This design comes from an exercise in tuning for small area and a short achievable clock period on the open sky130 flow, not from production work.
The RTL was checked by simulation tests, not by an equivalence proof against the original design.
Power is estimated from default activity; no workload was simulated.

$ cat flow/design.v
package inst_queue_pkg;
    localparam int INST_W      = 32;
    localparam int PC_W        = 32;
    localparam int GROUP_W     = 128;
    localparam int FETCH_WIDTH = 4;
    function automatic int slot_lsb(input int slot);
        slot_lsb = GROUP_W - INST_W * (slot + 1);
    endfunction
    function automatic int slot_valid_bit(input int slot);
        slot_valid_bit = FETCH_WIDTH - 1 - slot;
    endfunction
    typedef struct packed {
        logic [PC_W-1:0]   pc;
        logic [INST_W-1:0] inst;
    } entry_t;
endpackage
import inst_queue_pkg::*;
module inst_compact
(
    input  logic [GROUP_W-1:0]     group,
    input  logic [FETCH_WIDTH-1:0] mask,
    input  logic [PC_W-1:0]        group_pc,
    input  logic [1:0]             tail_lo,
    output logic [FETCH_WIDTH*(PC_W+INST_W)-1:0] lanes
);
    localparam int E_W = PC_W + INST_W;
    logic [3:0]  v;                     
    logic [15:0] item_sel;              
    logic [PC_W-1:4] pc_hi, pc_hi_inc;
    logic [1:0]  c01, c012;             
    assign v    = {mask[0], mask[1], mask[2], mask[3]};
    assign c01  = {1'b0, v[0]} + {1'b0, v[1]};
    assign c012 = c01 + {1'b0, v[2]};
    assign item_sel[0]  = v[0];
    assign item_sel[1]  = v[1] & (c01 == 2'd1);
    assign item_sel[2]  = v[2] & (c01 == 2'd0);
    assign item_sel[3]  = v[3] & (c012 == 2'd0);
    assign item_sel[4]  = 1'b0;
    assign item_sel[5]  = v[1] & (c01 == 2'd2);
    assign item_sel[6]  = v[2] & (c01 == 2'd1);
    assign item_sel[7]  = v[3] & (c012 == 2'd1);
    assign item_sel[8]  = 1'b0;
    assign item_sel[9]  = 1'b0;
    assign item_sel[10] = v[2] & (c01 == 2'd2);
    assign item_sel[11] = v[3] & (c012 == 2'd2);
    assign item_sel[12] = 1'b0;
    assign item_sel[13] = 1'b0;
    assign item_sel[14] = 1'b0;
    assign item_sel[15] = v[3] & (c012 == 2'd3);
    assign pc_hi     = group_pc[PC_W-1:4];
    assign pc_hi_inc = pc_hi + 1'b1;
    for (genvar r = 0; r < 4; r++) begin : g_lane
        logic [1:0]        k;
        logic [3:0]        sel;
        logic [1:0]        sidx;
        logic [2:0]        mid;
        logic [INST_W-1:0] inst;
        assign k    = 2'(r) - tail_lo;
        assign sel  = item_sel[4*k +: 4];
        assign sidx = {sel[2] | sel[3], sel[1] | sel[3]};
        assign mid  = {1'b0, group_pc[3:2]} + {1'b0, sidx};
        assign inst = ({INST_W{sel[0]}} & group[GROUP_W-1 -: INST_W])
                    | ({INST_W{sel[1]}} & group[GROUP_W-1-INST_W -: INST_W])
                    | ({INST_W{sel[2]}} & group[GROUP_W-1-2*INST_W -: INST_W])
                    | ({INST_W{sel[3]}} & group[GROUP_W-1-3*INST_W -: INST_W]);
        assign lanes[r*E_W +: E_W] = {(mid[2] ? pc_hi_inc : pc_hi), mid[1:0], group_pc[1:0], inst};
    end
endmodule
import inst_queue_pkg::*;
module inst_queue
#(
    parameter int DEPTH = 16,
    parameter int DEQ_W = 2
) (
    input  logic                  clk,
    input  logic                  rst,
    input  logic                  flush,
    input  logic [PC_W-1:0]       group_pc,
    input  logic [GROUP_W-1:0]    inst_group,
    input  logic [FETCH_WIDTH-1:0] inst_group_valid,
    input  logic                  pre_valid,
    output logic                  out_ready,
    output logic [DEQ_W*INST_W-1:0] deq_inst,
    output logic [DEQ_W*PC_W-1:0] deq_pc,
    output logic [DEQ_W-1:0]      deq_valid,
    input  logic                  next_ready
);
    localparam int E_W = PC_W + INST_W;
    logic [E_W-1:0]   mem_q [DEPTH];   
    logic [3:0]       tail_q, tail_d;
    logic [4:0]       count_q, count_d;
    logic [7:0]       e_oh_q, e_oh_d;    
    logic [7:0]       o_oh_q, o_oh_d;    
    logic             hsw_q, hsw_d;      
    logic             ordy_q, ordy_d;    
    logic [1:0]       dv_q, dv_d;        
    logic [DEPTH-1:0] we_q, we_d;        
    logic [FETCH_WIDTH*E_W-1:0] lanes;
    logic [2:0]       n_items;
    logic             enq_fire;
    logic             deq1, deq2;
    inst_compact u_compact (
        .group    (inst_group),
        .mask     (inst_group_valid),
        .group_pc (group_pc),
        .tail_lo  (tail_q[1:0]),
        .lanes    (lanes)
    );
    assign out_ready = ordy_q;
    assign deq_valid = dv_q;
    assign n_items   = 3'(inst_group_valid[0]) + 3'(inst_group_valid[1])
                     + 3'(inst_group_valid[2]) + 3'(inst_group_valid[3]);
    assign enq_fire  = pre_valid && ordy_q;
    assign deq2      = next_ready && dv_q[1];
    assign deq1      = next_ready && dv_q[0] && !dv_q[1];
    always_comb begin
        logic [4:0] c;
        if (flush) begin
            c      = '0;
            tail_d = '0;
            e_oh_d = 8'b1;
            o_oh_d = 8'b1;
            hsw_d  = 1'b0;
        end else begin
            c      = count_q - {3'b0, deq2, deq1};
            tail_d = tail_q;
            if (enq_fire) begin
                c      = c + {2'b0, n_items};
                tail_d = tail_q + {1'b0, n_items};
            end
            e_oh_d = e_oh_q;
            o_oh_d = o_oh_q;
            hsw_d  = hsw_q;
            if (deq2 || (deq1 && !hsw_q)) e_oh_d = {e_oh_q[6:0], e_oh_q[7]};
            if (deq2 || (deq1 &&  hsw_q)) o_oh_d = {o_oh_q[6:0], o_oh_q[7]};
            if (deq1) hsw_d = !hsw_q;
        end
        count_d = c;
        ordy_d  = (c <= 5'd12);
        dv_d    = {c >= 5'd2, c >= 5'd1};
    end
    logic [DEPTH-1:0] t_oh;
    assign t_oh = DEPTH'(1) << tail_d;
    for (genvar i = 0; i < DEPTH; i++) begin : g_we
        assign we_d[i] = ordy_d && (t_oh[i] || t_oh[(i + DEPTH - 1) % DEPTH]
                                 || t_oh[(i + DEPTH - 2) % DEPTH] || t_oh[(i + DEPTH - 3) % DEPTH]);
    end
    always_ff @(posedge clk or negedge rst) begin
        if (!rst) begin
            tail_q  <= '0;
            count_q <= '0;
            e_oh_q  <= 8'b1;
            o_oh_q  <= 8'b1;
            hsw_q   <= 1'b0;
            ordy_q  <= 1'b1;
            dv_q    <= '0;
            we_q    <= DEPTH'(4'hF);
        end else begin
            tail_q  <= tail_d;
            count_q <= count_d;
            e_oh_q  <= e_oh_d;
            o_oh_q  <= o_oh_d;
            hsw_q   <= hsw_d;
            ordy_q  <= ordy_d;
            dv_q    <= dv_d;
            we_q    <= we_d;
        end
    end
    for (genvar i = 0; i < DEPTH; i++) begin : g_mem
        always_ff @(posedge clk) begin
            if (we_q[i]) mem_q[i] <= lanes[(i % 4) * E_W +: E_W];
        end
    end
    logic [DEPTH/2*E_W-1:0] ev_part, od_part;
    logic [E_W-1:0] ev, od;
    for (genvar j = 0; j < DEPTH / 2; j++) begin : g_rd
        assign ev_part[j*E_W +: E_W] = {E_W{e_oh_q[j]}} & mem_q[2 * j];
        assign od_part[j*E_W +: E_W] = {E_W{o_oh_q[j]}} & mem_q[2 * j + 1];
    end
    always_comb begin
        ev = '0;
        od = '0;
        for (int j = 0; j < DEPTH / 2; j++) begin
            ev = ev | ev_part[j*E_W +: E_W];
            od = od | od_part[j*E_W +: E_W];
        end
    end
    assign deq_inst[INST_W-1:0]        = hsw_q ? od[INST_W-1:0]   : ev[INST_W-1:0];
    assign deq_pc[PC_W-1:0]            = hsw_q ? od[E_W-1:INST_W] : ev[E_W-1:INST_W];
    assign deq_inst[2*INST_W-1:INST_W] = hsw_q ? ev[INST_W-1:0]   : od[INST_W-1:0];
    assign deq_pc[2*PC_W-1:PC_W]       = hsw_q ? ev[E_W-1:INST_W] : od[E_W-1:INST_W];
endmodule
$ cat flow/run.sh
#!/bin/bash
# synth_recipe.tcl (not shown) runs the flow's synth.tcl, then flattens the netlist and writes it again
# the make line also repeats each setting of config.mk as NAME=value (left out here)
make -C /OpenROAD-flow-scripts/flow DESIGN_CONFIG=/design/flow/config.mk WORK_HOME=/design/flow/orfs CLKGATE_MAP_FILE= SYNTH_SCRIPT=/design/flow/synth_recipe.tcl finish
$ cat flow/config.mk
export PLATFORM = sky130hd
export DESIGN_NAME = inst_queue
export DESIGN_NICKNAME = inst_queue
export VERILOG_FILES = /design/flow/design.v
export SDC_FILE = /design/flow/constraint.sdc
export NUM_CORES = 4
export LEC_CHECK = 0
export CAP_MARGIN = 20
export CORE_MARGIN = 2
export CORE_UTILIZATION = 40
export SLEW_MARGIN = 20
$ cat flow/constraint.sdc
create_clock -name core_clock -period 6.0 [get_ports {clk}]
set_input_delay 1.2000 -clock core_clock [delete_from_list [all_inputs] [get_ports {clk}]]
set_output_delay 1.2000 -clock core_clock [all_outputs]
set_load 0.01 [all_outputs]
==> metrics.md <==
| Metric | Value |
|---|---|
| Peak VDD IR | `0.2694 mV` |
| Cell variety after synth | `62` |
| Setup crit end kind | `output pin` |
| Switching share of power | `0.3256` |
| DIE AREA | `113700 um^2` |
| Sequential share of the synthesized area | `0.7178` |
| Die Height | `337.2 um` |
| Hold Path Class | `in2async` |
| RSZ-0062 raised after global routing | `no` |
| Gates resized, CTS repair | `0` |
| Rows | `122` |
| Vias in the first global route | `29490` |
| P&R area growth vs syn | `18.10%` |
| Number of synthesized flops with an enable pin | `1024` |
| Crit-path max FO | `88` |
| Ys Warns | `2` |
| Cell taking the most area after synthesis | `edfxtp_1` |
| Gate Count Post-Synth | `3033` |
| Root buf cell | `clkbuf_16` |
| GRT overflow | `0` |
| Starting DRT DRC Count | `4448` |
| Hold_buf cts | `0` |
| Ys async rst share | `0.04210` |
| CP Class | `reg2out` |
| Via count | `30790` |
| Total CTS buffers | `104` |
| Ys flop type | `edfxtp_1` |
| Sequential Area | `32010 um^2` |
| Pint | `15770 uW` |
| Final min period | `5.118 ns` |
| Critical Path RT | `4.80 ns` |
| Synth top area share | `0.6923` |
| Worst Tran Pin Value | `1.099 ns` |
| Leakage | `0.01685 uW` |
| Max Cap Viol | `0` |
| Seq cells post-synth | `1069` |
| Worst Path Arrival | `3.92 ns` |
| Share of layout cells above drive strength 1 | `0.09034` |
| Vias per cell | `6.345` |
| Post-synthesis cell area | `44420 um^2` |
| Post-place instance area | `49170 um^2` |
| Setup TNS | `0 ns` |
| Crit start category | `flip-flop` |
| Nets@finish | `3465` |
| Area of the multi-input gates | `11630 um^2` |
| Post-synthesis net count | `3229` |
| First-pass GRT wire length | `217900 um` |
| Skew final | `0.02483 ns` |
| Die Width | `337.2 um` |
| Final setup viols | `0` |
| R2r setup slk | `1.83 ns` |
| Tcrit/Tclk final | `0.8529` |
| # DRC | `0` |
| Switching power | `7614 uW` |
| Postcts setup bufs | `0` |
| Port Buffer Count | `299` |
| Max-slew violations | `0` |
| DRT Wirelength | `156000 um` |
| Avg Inst Size Synth | `14.65 um^2` |
| Drt wl/cell | `32.15 um` |
| Core area | `110400 um^2` |
| Routed Antenna Nets | `0` |
| CTS Sinks | `1069` |
| Final hold vios | `0` |
| RD Place Congestion | `0.8712` |
| Status | `timing/DRC/antenna clean` |
| Max Buffers Root-to-Sink | `3` |
| Combinational share of power | `0.263` |
| Largest net degree at the start of global routing | `89` |
| P per Cell Area | `445.8 nW/um^2` |
| Reg power frac | `0.471` |
| Final instance area | `52460 um^2` |
| Fill cell count | `9444` |
| Synth area leaders | `edfxtp_1 69%, a22oi_1 8.7%, nand2_1 2.1%, dfrtp_1 2.1%, xnor2_1 2.1%` |
| Clock power share | `0.267` |
| TritonRoute pass-1 iters | `10` |
| Initial Util | `0.4025` |
| Relative slew slack | `0.2676` |
| CTS HTree Levels | `3` |
| DP Wirelength | `92350 um` |
| Clock-pin slew on the worst setup and hold paths | `0.06 ns` |
| Max Freq | `195.4 MHz` |
| Io pins | `300` |
| CTS tree | `done` |
| GRT Util Overall | `0.2688` |
| Clock latency (worst-skew pair) | `0.67 ns` |
| Antenna violations before repair | `28` |
-- worst max-delay path, cell delays in order, from the launching register on --
cell and delay [ns]:
dfrtp_4 0.86, buf_4 0.88, nor2_1 0.12, a21oi_1 0.66, clkdlybuf4s50_1 0.68
-- cell usage in the layout (no fill, tap or decap), types with 6 or more instances in the layout --
cell type	count
a211oi_1	7
a21oi_1	134
a221o_1	64
a222oi_1	64
a22o_1	64
a22oi_1	512
and3_1	12
and4_1	64
buf_4	72
clkbuf_1	25
clkbuf_16	106
clkdlybuf4s50_1	298
clkinv_1	20
clkinv_2	21
clkinvlp_4	9
dfrtp_1	11
dfrtp_4	27
dfstp_4	6
diode_2	11
edfxtp_1	1024
fa_1	9
ha_1	18
inv_1	23
mux2_2	6
mux2i_1	6
nand2_1	254
nand3_1	28
nand4_1	75
nor2_1	155
nor2_4	8
nor3_1	17
nor4_1	10
or2_2	7
or3_1	6
xnor2_1	105
xor2_1	14
-- worst paths after layout --
kind | startpoint | to | cells after the start
max | hsw_q | deq_inst[58] | 4
min | rst | dv_q[1] | 1
max reg2reg | tail_q[1] | mem_q[2][57] | 11
min reg2reg | count_q[0] | count_q[0] | 3
max in group asynchronous | rst | o_oh_q[4] | 1
min in group core_clock | count_q[0] | count_q[0] | 3
-- per-stage QoR --
stage | hold WS, ns | std cells | setup WS (ns) | power, uW | util
4_1_cts | 0.6986 | 4841 | 1.027 | 23350 | 0.4748
3_5_place_dp | 0.6899 | 4650 | 1.047 | 17160 | 0.4455
5_1_grt | 0.5520 | 4852 | 0.8488 | 24150 | 0.4753
6_report | 0.5154 | 4853 | 0.8825 | 23390 | 0.4753
3_3_place_gp | 0.6910 | 4647 | 1.038 | 17080 | 0.4450
2_1_floorplan | 0.6304 | 3033 | 1.812 | 13560 | -
-- cell type report --
cell class,count,area share
Sequential cell,1069,0.6102
Multi-Input combinational cell,1694,0.2216
Timing Repair Buffer,374,0.06869
Clock buffer,131,0.05235
Tap cell,1488,0.03549
Clock inverter,60,0.009254
Inverter,26,0.001908
Antenna cell,11,0.0005247
-- power by group through the flow --
stage | clock network [uW] | logic [uW] | registers (uW)
floorplan | 0 | 2770 | 10800
global placement | 0 | 5980 | 11100
detailed placement | 0 | 6020 | 11100
CTS | 6310 | 6050 | 11000
global route | 6610 | 6430 | 11100
finish | 6230 | 6140 | 11000
-- Yosys cell counts (all sizes together) (13+ instances only) --
library cell	number
nand2	255
xor2	14
inv	24
ha	18
nand4	76
a221o	64
and4	64
nor2	164
a21oi	137
a22o	64
a22oi	512
clkbuf	175
buf	69
nor4	13
xnor2	105
nand3	28
nor3	19
edfxtp	1024
dfrtp	38
a222oi	64
-- kinds of logic (layout without fill, tap and decap cells) --
logic type               Yosys count  after routing  synth area share
flip-flops                      1069           1069            0.7178
AND/OR/NAND/NOR                  660            660           0.07355
multiplexers                      12             12          0.002873
AO/OA/AOI/OAI                    875            875            0.1490
other                              0             11                 0
buffers and inverters            270            591           0.02363
adder cells (fa/ha/maj)           27             27          0.009127
XOR/XNOR                         120            120           0.02397
-- state kept, by name, summed over array words and instances, names as in the netlist --
signal and count:
mem_q 1024, we_q 16, e_oh_q 8, o_oh_q 8, count_q 5, tail_q 4, dv_q 2, hsw_q 1
ordy_q 1
-- per-layer routing --
layer,global-route usage,part of all wire,up-vias
met5,0,0.0012,-
li1,-,-,12730
met4,0.09755,0.036,32
met3,0.06023,0.11,365
met2,0.4164,0.46,2058
met1,0.3720,0.39,15610

==> port drivers added, routing unchanged <==
Ports are ideal in the flow. The routed layout listed here was re-timed in OpenROAD. Step 1, drivers: a clkbuf_16 drives clk and a buf_2 each remaining input, both assumed. Step 2 adds t to the input delays and takes it off the output delays; t is the mean of the earliest and latest rising clock arrival at the registers after step 1. Input paths then give back, and output paths get back, about the clock's delay inside the block. Three values: no drivers, after step 1, after step 2; two values: the first two.
shift t [ns]: 0.733
setup slack, ns: 0.882 / 0.817 / 0.932
worst hold slack (ns): 0.515 / 0.507 / 0.713
After both steps this run still meets setup and hold. The setup slack of this run moves by -0.065 ns with the drivers and by +0.050 ns with both steps.
